Background: an optimization exercise with open tools, aiming at a short achievable clock period and few clock cycles. Do not read the settings as production practice.
Function was checked by simulation only, so behaviour that the tests miss may differ from the original.
No activity file was given, so power comes from the tool's default toggle rates.

[flow/config.mk]
export PLATFORM = sky130hd
export DESIGN_NAME = mipsCpuBus
export DESIGN_NICKNAME = mipsCpuBus
export VERILOG_FILES = /design/flow/design.v
export SDC_FILE = /design/flow/constraint.sdc
export NUM_CORES = 4
export LEC_CHECK = 0
export CAP_MARGIN = 20
export CORE_MARGIN = 2
export CORE_UTILIZATION = 40
export SLEW_MARGIN = 20
[flow/constraint.sdc]
create_clock -name core_clock -period 10.0 [get_ports {clk}]
set_input_delay 2.0000 -clock core_clock [delete_from_list [all_inputs] [get_ports {clk}]]
set_output_delay 2.0000 -clock core_clock [all_outputs]
set_load 0.01 [all_outputs]
[flow/design.v]
package mipsPkg;
    localparam int dataWidth = 32;
    localparam int regAddrWidth = 5;
    localparam logic [regAddrWidth-1:0] regZero = 5'd0;
    localparam logic [regAddrWidth-1:0] regV0 = 5'd2;
    typedef enum logic [5:0] {
        opRType = 6'b000000,
        opJ     = 6'b000010,
        opBeq   = 6'b000100,
        opBne   = 6'b000101,
        opAddiu = 6'b001001,
        opSlti  = 6'b001010,
        opSltiu = 6'b001011,
        opAndi  = 6'b001100,
        opOri   = 6'b001101,
        opXori  = 6'b001110,
        opLui   = 6'b001111,
        opLw    = 6'b100011,
        opSw    = 6'b101011
    } opcodeT;
    typedef enum logic [5:0] {
        fnSll  = 6'b000000,
        fnSrl  = 6'b000010,
        fnSra  = 6'b000011,
        fnJr   = 6'b001000,
        fnAddu = 6'b100001,
        fnSubu = 6'b100011,
        fnAnd  = 6'b100100,
        fnOr   = 6'b100101,
        fnXor  = 6'b100110,
        fnSlt  = 6'b101010,
        fnSltu = 6'b101011
    } funcT;
    typedef enum logic [3:0] {
        aluAdd   = 4'd0,
        aluSub   = 4'd1,
        aluAnd   = 4'd2,
        aluOr    = 4'd3,
        aluXor   = 4'd4,
        aluSlt   = 4'd5,
        aluSltu  = 4'd6,
        aluSll   = 4'd7,
        aluSrl   = 4'd8,
        aluSra   = 4'd9,
        aluLui   = 4'd10,
        aluPassA = 4'd11
    } aluOpT;
    typedef enum logic [2:0] {
        sFetch     = 3'b000,
        sDecode    = 3'b001,
        sExec      = 3'b010,
        sMem       = 3'b011,
        sWriteback = 3'b100,
        sHalted    = 3'b111
    } cpuStateT;
endpackage
module mipsCpuBus
#(
    parameter logic [31:0] resetVector = 32'hBFC00000
) (
    input  logic        clk,
    input  logic        reset,
    output logic        active,
    output logic [31:0] registerV0,
    output logic [31:0] address,
    output logic        read,
    output logic        write,
    input  logic        waitrequest,
    output logic [31:0] writedata,
    output logic [3:0]  byteenable,
    input  logic [31:0] readdata
);
    localparam logic [5:0] OP_R = 6'b000000, OP_J = 6'b000010, OP_BEQ = 6'b000100,
        OP_BNE = 6'b000101, OP_ADDIU = 6'b001001, OP_SLTI = 6'b001010,
        OP_SLTIU = 6'b001011, OP_ANDI = 6'b001100, OP_ORI = 6'b001101,
        OP_XORI = 6'b001110, OP_LUI = 6'b001111, OP_LW = 6'b100011, OP_SW = 6'b101011;
    localparam logic [5:0] FN_SLL = 6'b000000, FN_SRL = 6'b000010, FN_SRA = 6'b000011,
        FN_JR = 6'b001000, FN_ADDU = 6'b100001, FN_SUBU = 6'b100011, FN_AND = 6'b100100,
        FN_OR = 6'b100101, FN_XOR = 6'b100110, FN_SLT = 6'b101010, FN_SLTU = 6'b101011;
    localparam logic [1:0] OWN_N = 2'd0, OWN_F = 2'd1, OWN_D = 2'd2;
    logic [1:0]  owner;
    logic [31:0] fAddr;
    logic [31:0] fpc;
    logic        ctlPend, dsDone, redirV, fHalt;
    logic [31:0] redirT;
    logic        icValid [16];
    logic [25:0] icTag   [16];
    logic [31:0] icData  [16];
    logic [1:0]  qCount;
    logic [31:0] q0Instr, q0Pc, q1Instr, q1Pc;
    logic        dValid, dResolved;
    logic [31:0] dInstr, dPc;
    logic        eValid, eIsLoad, eIsStore, eRegWrite, eUseImm;
    logic [4:0]  eDest, eShamt;
    logic [31:0] eA, eB, eImm;
    logic        eFwdAM, eFwdAW, eFwdBM, eFwdBW;
    logic        eSelAdd, eSelSub, eSelAnd, eSelOr, eSelXor, eSelSlt, eSelSltu;
    logic        eSelSll, eSelSrl, eSelSra, eSelLui;
    logic        mValid, mIsLoad, mIsStore, mRegWrite;
    logic [4:0]  mDest;
    logic [31:0] mAlu, mWdata;
    logic        wValid, wRegWrite;
    logic [4:0]  wDest;
    logic [31:0] wResult;
    logic [31:0] rf [1:31];
    wire busyF   = (owner == OWN_F);
    wire busyD   = (owner == OWN_D);
    wire busFree = (owner == OWN_N) || !waitrequest;
    assign read       = busyF || (busyD && mIsLoad);
    assign write      = busyD && mIsStore;
    assign address    = busyD ? {mAlu[31:2], 2'b00} : fAddr;
    assign writedata  = mWdata;
    assign byteenable = 4'b1111;
    assign registerV0 = rf[2];
    wire mMem  = mValid && (mIsLoad || mIsStore);
    wire mDone = busyD && !waitrequest;
    wire stall = mMem && !mDone;
    wire eMem  = eValid && (eIsLoad || eIsStore);
    wire nextMMem = stall || (!stall && eMem);
    wire busAvail = busFree && !nextMMem;
    wire [5:0]  dOp = dInstr[31:26];
    wire [5:0]  dFn = dInstr[5:0];
    wire [4:0]  dRs = dInstr[25:21];
    wire [4:0]  dRt = dInstr[20:16];
    wire [4:0]  dRd = dInstr[15:11];
    wire [15:0] dImm = dInstr[15:0];
    wire dIsR    = (dOp == OP_R);
    wire fnAddu  = dIsR && dFn == FN_ADDU;
    wire fnSubu  = dIsR && dFn == FN_SUBU;
    wire fnAnd   = dIsR && dFn == FN_AND;
    wire fnOr    = dIsR && dFn == FN_OR;
    wire fnXor   = dIsR && dFn == FN_XOR;
    wire fnSlt   = dIsR && dFn == FN_SLT;
    wire fnSltu  = dIsR && dFn == FN_SLTU;
    wire fnSll   = dIsR && dFn == FN_SLL;
    wire fnSrl   = dIsR && dFn == FN_SRL;
    wire fnSra   = dIsR && dFn == FN_SRA;
    wire dIsJr   = dIsR && dFn == FN_JR;
    wire dShift  = fnSll || fnSrl || fnSra;
    wire dRAlu   = fnAddu || fnSubu || fnAnd || fnOr || fnXor || fnSlt || fnSltu || dShift;
    wire opAddiu = dOp == OP_ADDIU;
    wire opSlti  = dOp == OP_SLTI;
    wire opSltiu = dOp == OP_SLTIU;
    wire opAndi  = dOp == OP_ANDI;
    wire opOri   = dOp == OP_ORI;
    wire opXori  = dOp == OP_XORI;
    wire opLui   = dOp == OP_LUI;
    wire dIsLw   = dOp == OP_LW;
    wire dIsSw   = dOp == OP_SW;
    wire dIsBeq  = dOp == OP_BEQ;
    wire dIsBne  = dOp == OP_BNE;
    wire dIsJ    = dOp == OP_J;
    wire dIAlu   = opAddiu || opSlti || opSltiu || opAndi || opOri || opXori || opLui;
    wire dIsCtl  = dIsJ || dIsJr || dIsBeq || dIsBne;
    wire [4:0] dDest   = dRAlu ? dRd : dRt;
    wire dRegWrite     = (dRAlu || dIAlu || dIsLw) && (dDest != 5'd0);
    wire dUsesRs = ((dRAlu && !dShift) || (dIAlu && !opLui) || dIsLw || dIsSw
                    || dIsBeq || dIsBne || dIsJr) && (dRs != 5'd0);
    wire dUsesRt = (dRAlu || dIsSw || dIsBeq || dIsBne) && (dRt != 5'd0);
    wire rsInE  = dUsesRs && eValid && eRegWrite && eDest == dRs;
    wire rtInE  = dUsesRt && eValid && eRegWrite && eDest == dRt;
    wire rsInML = dUsesRs && mValid && mIsLoad && mRegWrite && mDest == dRs;
    wire rtInML = dUsesRt && mValid && mIsLoad && mRegWrite && mDest == dRt;
    logic [31:0] rsVal, rtVal;
    always_comb begin
        if (dRs == 5'd0) rsVal = 32'd0;
        else if (mValid && mRegWrite && !mIsLoad && mDest == dRs) rsVal = mAlu;
        else if (wValid && wRegWrite && wDest == dRs) rsVal = wResult;
        else rsVal = rf[dRs];
        if (dRt == 5'd0) rtVal = 32'd0;
        else if (mValid && mRegWrite && !mIsLoad && mDest == dRt) rtVal = mAlu;
        else if (wValid && wRegWrite && wDest == dRt) rtVal = wResult;
        else rtVal = rf[dRt];
    end
    wire ctlReady   = !(rsInE || rtInE || rsInML || rtInML);
    wire resolveNow = dValid && dIsCtl && !dResolved && ctlReady;
    wire brEq       = (rsVal == rtVal);
    wire taken      = dIsJ || dIsJr || (dIsBeq && brEq) || (dIsBne && !brEq);
    wire [31:0] dOff    = {{14{dImm[15]}}, dImm, 2'b00};
    wire [31:0] dPc4    = dPc + 32'd4;
    wire [31:0] brT     = dPc4 + dOff;
    wire [31:0] brT4    = dPc + 32'd8 + dOff;
    wire [31:0] jT      = {dPc4[31:28], dInstr[25:0], 2'b00};
    wire [31:0] jT4     = jT + 32'd4;
    wire [31:0] target  = dIsJr ? rsVal : (dIsJ ? jT : brT);
    wire [31:0] target4 = dIsJr ? (rsVal + 32'd4) : (dIsJ ? jT4 : brT4);
    wire targetZero = (target == 32'd0);
    wire backward   = (dIsBeq || dIsBne) && dImm[15];
    wire directOK   = !backward && !targetZero;
    wire loadUse = eValid && eIsLoad && eRegWrite
                && ((dUsesRs && eDest == dRs) || (dUsesRt && eDest == dRt));
    wire dAdv  = dValid && !stall && !loadUse && (!dIsCtl || dResolved || resolveNow);
    wire dFree = !dValid || dAdv;
    wire [3:0]  icIdx = fpc[5:2];
    wire        icHit = icValid[icIdx] && (icTag[icIdx] == fpc[31:6]);
    wire        fpcZero = (fpc == 32'd0);
    wire [2:0]  slots = {2'b0, dValid} + {1'b0, qCount} + {2'b0, busyF};
    wire        space = (slots < 3'd3);
    wire        waitRes = ctlPend && dsDone;
    wire        seqOK = !fHalt && (!waitRes || (resolveNow && !taken));
    wire        haltNow = seqOK && fpcZero;
    wire        cacheFetch = seqOK && !fpcZero && space && icHit && !busyF;
    wire        busSeq = seqOK && !fpcZero && space && !icHit && busAvail;
    wire        seqIssue = cacheFetch || busSeq;
    wire        busDir = waitRes && resolveNow && taken && directOK && space && busAvail;
    wire        fRet = busyF && !waitrequest;
    wire        deliver = fRet || cacheFetch;
    wire [31:0] delInstr = busyF ? readdata : icData[icIdx];
    wire [31:0] delPc = busyF ? fAddr : fpc;
    wire        delCtl = (delInstr[31:26] == OP_J) || (delInstr[31:26] == OP_BEQ)
                      || (delInstr[31:26] == OP_BNE)
                      || (delInstr[31:26] == OP_R && delInstr[5:0] == FN_JR);
    always_ff @(posedge clk) begin
        if (reset) begin
            fpc     <= resetVector + 32'd4;
            ctlPend <= 1'b0;
            dsDone  <= 1'b0;
            redirV  <= 1'b0;
            fHalt   <= (resetVector == 32'd0);
        end else begin
            if (seqIssue) begin
                if (ctlPend && !dsDone && resolveNow) fpc <= taken ? target : fpc + 32'd4;
                else if (ctlPend && !dsDone && redirV) fpc <= redirT;
                else fpc <= fpc + 32'd4;
            end else if (busDir) begin
                fpc <= target4;
            end else if (waitRes && resolveNow && taken) begin
                fpc <= target;
            end
            if (haltNow || (waitRes && resolveNow && taken && targetZero)) fHalt <= 1'b1;
            if (deliver && delCtl) begin
                ctlPend <= 1'b1;
                dsDone  <= busSeq;
                redirV  <= 1'b0;
            end else if (ctlPend) begin
                if (!dsDone) begin
                    if (seqIssue) begin
                        if (resolveNow || redirV) begin
                            ctlPend <= 1'b0;
                            redirV  <= 1'b0;
                        end else begin
                            dsDone <= 1'b1;
                        end
                    end else if (resolveNow) begin
                        redirV <= 1'b1;
                        redirT <= taken ? target : fpc + 32'd4;
                    end
                end else if (resolveNow) begin
                    ctlPend <= 1'b0;
                    dsDone  <= 1'b0;
                end
            end
        end
    end
    always_ff @(posedge clk) begin
        if (reset) begin
            owner <= (resetVector == 32'd0) ? OWN_N : OWN_F;
            fAddr <= resetVector;
        end else if (busFree) begin
            if (nextMMem) begin
                owner <= OWN_D;
            end else if (busSeq) begin
                owner <= OWN_F;
                fAddr <= fpc;
            end else if (busDir) begin
                owner <= OWN_F;
                fAddr <= target;
            end else begin
                owner <= OWN_N;
            end
        end
    end
    always_ff @(posedge clk) begin
        if (reset) begin
            for (int i = 0; i < 16; i++) icValid[i] <= 1'b0;
        end else if (fRet) begin
            icValid[fAddr[5:2]] <= 1'b1;
        end
    end
    always_ff @(posedge clk) begin
        if (fRet) begin
            icTag[fAddr[5:2]]  <= fAddr[31:6];
            icData[fAddr[5:2]] <= readdata;
        end
    end
    always_ff @(posedge clk) begin
        if (reset) begin
            qCount    <= 2'd0;
            dValid    <= 1'b0;
            dResolved <= 1'b0;
        end else begin
            if (dFree) begin
                dResolved <= 1'b0;
                if (qCount != 2'd0) begin
                    dValid  <= 1'b1;
                    dInstr  <= q0Instr;
                    dPc     <= q0Pc;
                    if (qCount == 2'd2) begin
                        q0Instr <= q1Instr;
                        q0Pc    <= q1Pc;
                        if (deliver) begin
                            q1Instr <= delInstr;
                            q1Pc    <= delPc;
                        end else begin
                            qCount <= 2'd1;
                        end
                    end else begin
                        if (deliver) begin
                            q0Instr <= delInstr;
                            q0Pc    <= delPc;
                        end else begin
                            qCount <= 2'd0;
                        end
                    end
                end else begin
                    dValid <= deliver;
                    dInstr <= delInstr;
                    dPc    <= delPc;
                end
            end else begin
                if (resolveNow) dResolved <= 1'b1;
                if (deliver) begin
                    if (qCount == 2'd0) begin
                        q0Instr <= delInstr;
                        q0Pc    <= delPc;
                    end else begin
                        q1Instr <= delInstr;
                        q1Pc    <= delPc;
                    end
                    qCount <= qCount + 2'd1;
                end
            end
        end
    end
    logic [31:0] dImm32;
    always_comb begin
        if (opLui) dImm32 = {dImm, 16'b0};
        else if (opAndi || opOri || opXori) dImm32 = {16'b0, dImm};
        else dImm32 = {{16{dImm[15]}}, dImm};
    end
    always_ff @(posedge clk) begin
        if (reset) begin
            eValid <= 1'b0;
        end else if (!stall) begin
            eValid <= dAdv;
        end
    end
    always_ff @(posedge clk) begin
        if (!stall) begin
            eIsLoad   <= dIsLw;
            eIsStore  <= dIsSw;
            eRegWrite <= dRegWrite;
            eDest     <= dDest;
            eShamt    <= dInstr[10:6];
            eUseImm   <= !dIsR;
            eA        <= rsVal;
            eB        <= rtVal;
            eImm      <= dImm32;
            eFwdAM    <= rsInE;
            eFwdAW    <= rsInML;
            eFwdBM    <= rtInE;
            eFwdBW    <= rtInML;
            eSelAdd   <= fnAddu || opAddiu || dIsLw || dIsSw;
            eSelSub   <= fnSubu;
            eSelAnd   <= fnAnd || opAndi;
            eSelOr    <= fnOr || opOri;
            eSelXor   <= fnXor || opXori;
            eSelSlt   <= fnSlt || opSlti;
            eSelSltu  <= fnSltu || opSltiu;
            eSelSll   <= fnSll;
            eSelSrl   <= fnSrl;
            eSelSra   <= fnSra;
            eSelLui   <= opLui;
        end
    end
    wire [31:0] aF = eFwdAM ? mAlu : (eFwdAW ? wResult : eA);
    wire [31:0] bF = eFwdBM ? mAlu : (eFwdBW ? wResult : eB);
    wire [31:0] opB = eUseImm ? eImm : bF;
    wire [31:0] sum = aF + opB;
    wire [31:0] dif = aF - opB;
    wire        lts = $signed(aF) < $signed(opB);
    wire        ltu = aF < opB;
    wire [31:0] sll = bF << eShamt;
    wire [31:0] srl = bF >> eShamt;
    wire [31:0] sra = $signed(bF) >>> eShamt;
    wire [31:0] eRes = ({32{eSelAdd}} & sum) | ({32{eSelSub}} & dif)
                     | ({32{eSelAnd}} & (aF & opB)) | ({32{eSelOr}} & (aF | opB))
                     | ({32{eSelXor}} & (aF ^ opB))
                     | {31'b0, (eSelSlt & lts) | (eSelSltu & ltu)}
                     | ({32{eSelSll}} & sll) | ({32{eSelSrl}} & srl)
                     | ({32{eSelSra}} & sra) | ({32{eSelLui}} & eImm);
    always_ff @(posedge clk) begin
        if (reset) begin
            mValid <= 1'b0;
        end else if (!stall) begin
            mValid <= eValid;
        end
    end
    always_ff @(posedge clk) begin
        if (!stall) begin
            mIsLoad   <= eValid && eIsLoad;
            mIsStore  <= eValid && eIsStore;
            mRegWrite <= eRegWrite;
            mDest     <= eDest;
            mAlu      <= eRes;
            mWdata    <= bF;
        end
    end
    always_ff @(posedge clk) begin
        if (reset) begin
            wValid <= 1'b0;
        end else if (!stall) begin
            wValid <= mValid;
        end
    end
    always_ff @(posedge clk) begin
        if (!stall) begin
            wRegWrite <= mRegWrite;
            wDest     <= mDest;
            wResult   <= mIsLoad ? readdata : mAlu;
        end
    end
    always_ff @(posedge clk) begin
        if (reset) begin
            for (int i = 1; i < 32; i++) rf[i] <= 32'd0;
        end else if (wValid && wRegWrite) begin
            rf[wDest] <= wResult;
        end
    end
    always_ff @(posedge clk) begin
        if (reset) begin
            active <= 1'b1;
        end else if (fHalt && !dValid && qCount == 2'd0 && !eValid && !mValid && !busyF) begin
            active <= 1'b0;
        end
    end
endmodule
[flow/run.sh]
#!/bin/bash
# synth_recipe.tcl (not shown) runs the flow's synth.tcl, then flattens the netlist and writes it again
# the make line also repeats each setting of config.mk as NAME=value (left out here)
make -C /OpenROAD-flow-scripts/flow DESIGN_CONFIG=/design/flow/config.mk WORK_HOME=/design/flow/orfs CLKGATE_MAP_FILE= SYNTH_SCRIPT=/design/flow/synth_recipe.tcl finish
==> impl_metrics.env <==
export IMPL_start_util=0.401
export IMPL_drc_errors=0
export IMPL_final_net_count=10100
export IMPL_synth_top_family_by_area="multiplexers"
export IMPL_slowest_stage="nor4_1"
export IMPL_numCtsBuffers=289
export IMPL_ys_seq_elements=2519
export IMPL_largest_register="rf"
export IMPL_row_count=211
export IMPL_post_cts_repair_setup_buffers=0
export IMPL_max_freq_mhz=122
export IMPL_drtPass1Iterations=7
export IMPL_fp_dieArea_sq_um=335000
export IMPL_crit_top_cell="buf_4"
export IMPL_synthesis_area_sq_um=132000
export IMPL_worstPathMaxFanout=20
export IMPL_yosys_top_cells_area="edfxtp_1 (55%), mux4_2 (12%), and2_1 (4.2%)"
export IMPL_syn_inst=9863
export IMPL_period_share=0.819
export IMPL_ir_drop_mv=0.142
export IMPL_ys_types=111
export IMPL_routed_via_density=6.52
export IMPL_dpl_cell_area_sq_um=139000
export IMPL_ios=138
export IMPL_core_area_sq_um=329000
export IMPL_max_slew_margin=0.131
export IMPL_synth_fa_ha_area_frac=0.0212
export IMPL_grt_overflow=0
export IMPL_finalWeightedCongestion=1.03
export IMPL_setup_viol_count_final=0
export IMPL_whs_ns=0.472
export IMPL_syn_area_per_cell_sq_um=13.4
export IMPL_grt_usage=0.313
export IMPL_die_y_microns=579
export IMPL_synth_edff_count=2411
export IMPL_finalNonFillerCells=14500
export IMPL_ff2ff_path_depth=17
export IMPL_endpoint_kind="register"
export IMPL_crit_path_start_kind="register"
export IMPL_clockRootBuffer="clkbuf_16"
export IMPL_synth_seq_area_share=0.564
export IMPL_async_flop_share=0
export IMPL_final_util=0.450
export IMPL_antenna_found_initial=64
export IMPL_dpl_cell_count=13900
export IMPL_hold_buffers=0
export IMPL_cts_resized=0
export IMPL_totalWireLength_microns=534000
export IMPL_setup_tns_ns=0
export IMPL_path_clk_slew_ns=0.06
export IMPL_design_area_sq_um=148000
export IMPL_cts_sinks=2519
export IMPL_powerDensity_nw_per_um2=226
export IMPL_crit_chain="buf_4 -> inv_1 -> buf_4 -> a311oi_1 -> nor4_1 -> buf_4 -> o21a_1 -> xnor2_1 -> or4_1 -> nor4_2 -> nand4_1 -> o211ai_1 -> nand3_1 -> a21oi_2 -> or3_1 -> and3_1 -> buf_4"
export IMPL_period_needed_ns=8.19
export IMPL_cts_tree="built"
export IMPL_hold_viol=0
export IMPL_worstMarginPinSlew_ns=1.27
export IMPL_hold_start="icValid[5]"
export IMPL_drive_gt1_frac=0.172
export IMPL_clock_latency_ns=0.93
export IMPL_p_leak_nw=51.7
export IMPL_critical_path_class="reg2reg"
export IMPL_synth_xor_area_share=0.0174
export IMPL_yosys_area_share_simple=0.111
export IMPL_cp_arrival_ns=8.76
export IMPL_rsz0062_at_grt="false"
export IMPL_holdPathStages=2
export IMPL_grt_first_pass_wirelength_microns=735000
export IMPL_synth_most_common_cell="edfxtp_1"
export IMPL_rr_endpoint="redirT[1]"
export IMPL_dp_hpwl_microns=352000
export IMPL_worst_ep_required_time_ns=10.58
export IMPL_portBuffers=133
export IMPL_vias=94600
export IMPL_first_iter_violations=14900
export IMPL_ys_flop_type="edfxtp_1"
export IMPL_synth_warnings=1
export IMPL_finalClockSkew_ns=0.0660
export IMPL_drtAntennaViolNets=0
export IMPL_yosysTopAreaCell="edfxtp_1"
export IMPL_h_tree_depth=5
export IMPL_critPathMaxStageDelay_ns=1.01
export IMPL_synthTopCellsByCount="edfxtp_1 (2,411), and2_1 (884), mux4_2 (695)"
export IMPL_grt_pass1_vias=90200
export IMPL_min_to="icValid[5]"
export IMPL_wl_per_cell_microns=36.9
export IMPL_synth_compound_area_share=0.0852
export IMPL_cap_violations=0
export IMPL_grt_max_degree=174
export IMPL_die_w_microns=579
export IMPL_cts_max_path_buffers=4
export IMPL_min_path_type="reg2reg"
export IMPL_syn_to_final_growth_pct=12.3
export IMPL_finalMaxSlewViolations=0
export IMPL_synth_top_cell_area_share=0.548
export IMPL_largest_reg_flops=1024
export IMPL_muxShareOfSynthArea=0.167
export IMPL_reg2reg_slack_ns=1.81
export IMPL_status="no timing/DRC/antenna violations"
[power by group]
| part | switching (mW) | internal (mW) | total, mW | leakage (nW) |
|---|---|---|---|---|
| registers | 0.646 | 12.3 | 12.9 | 24.6 |
| clock network | 4.50 | 6.00 | 10.5 | 4.43 |
| logic | 6.77 | 3.40 | 10.2 | 22.7 |
| total | 11.9 | 21.7 | 33.6 | 51.7 |
[kinds of logic (layout without fill, tap and decap cells)]
logic type	Yosys count	in the layout
AND/OR/NAND/NOR	2848	2848
flip-flops	2519	2519
AO/OA/AOI/OAI	1687	1687
multiplexers	1292	1292
buffers and inverters	1033	1264
XOR/XNOR	262	262
adder cells (fa/ha/maj)	221	221
other	1	41
[cell usage in the layout, fill, tap and decap left out, types with 59 or more instances in the layout]
master,instances
dfxtp_1,95
mux2i_1,476
a21o_1,59
clkbuf_16,300
and2_1,884
nor3_1,249
ha_1,215
o21ai_0,239
a21oi_1,452
clkinv_1,65
nand3_1,163
xor2_1,83
buf_4,335
clkbuf_1,76
o21a_1,83
nand2_1,611
nor2b_1,69
xnor2_1,179
mux4_2,695
o22ai_1,63
a22oi_1,162
inv_1,249
a211oi_1,124
mux2_2,105
edfxtp_1,2411
nor2_1,464
clkdlybuf4s50_1,132
[layer usage]
layer,GRT usage,wire length (microns),vias to the layer above
met5,0,239,-
met4,0.182,37600,30
met3,0.0786,63700,1531
met2,0.461,230000,6814
met1,0.419,203000,48300
li1,-,-,37900
[stage by stage]
stage,power (mW),setup WS (ns)
final,33.6,1.81
after global routing,34.3,1.96
after CTS,33.3,2.01
after detailed placement,22.9,2.02
after global placement,22.8,2.09
after floorplan,18.6,0.354
[layout make-up]
type / instances / area (sq um)
inverter: 259 / 976
clock inverter: 137 / 1240
clock buffer: 383 / 7880
multi-input combinational: 6314 / 53900
sequential: 2519 / 74600
timing repair buffer: 485 / 4210
fill: 29200 / 181000
tap: 4366 / 5460
antenna: 37 / 92.6
[worst max-delay path, delay by kind of cell, from the launching register on]
kind / cells / cell delay (ns)
and+or+nand+nor: 7 / 3.38
AOI/OAI and AO/OA: 4 / 1.64
DFF: 1 / 0.46
buffers and inverters: 5 / 2.13
xor gates and xnor gates: 1 / 0.19
[worst max path at each step]
stage                startpoint          to  slack (ns)
finish                 register   redirT[1]        1.81
global route           register   redirT[9]        1.96
CTS                    register   redirT[1]        2.01
detailed placement     register   redirT[0]        2.02
global placement       register   redirT[9]        2.09
floorplan           waitrequest  q1Instr[0]        0.35
Testbench counts, summed over its fixed seeds: cycles 59,048.

[separate check: timing with driven ports]
The results above use ideal ports. As a check the final layout listed here was re-extracted and re-timed, cells and wires unchanged. Step 1 assumes that a clkbuf_16 drives the clock port and a buf_2 every other input. Step 2 also shifts input and output timing later by t, the mid clock arrival at the registers, as if the neighbouring blocks saw the same clock. Three values: ideal ports, drivers, drivers and shift; two values: the first two.
t, ns: 1.006
slack for setup (ns): 1.815 / 1.815 / 1.815
worst setup path after step 2: register to register
worst register clock-pin slew, ns: 0.07 / 0.07
After both steps setup and hold are still met in this run. For this run, drivers alone change the setup slack by 0.000 ns; drivers and shift together by 0.000 ns.
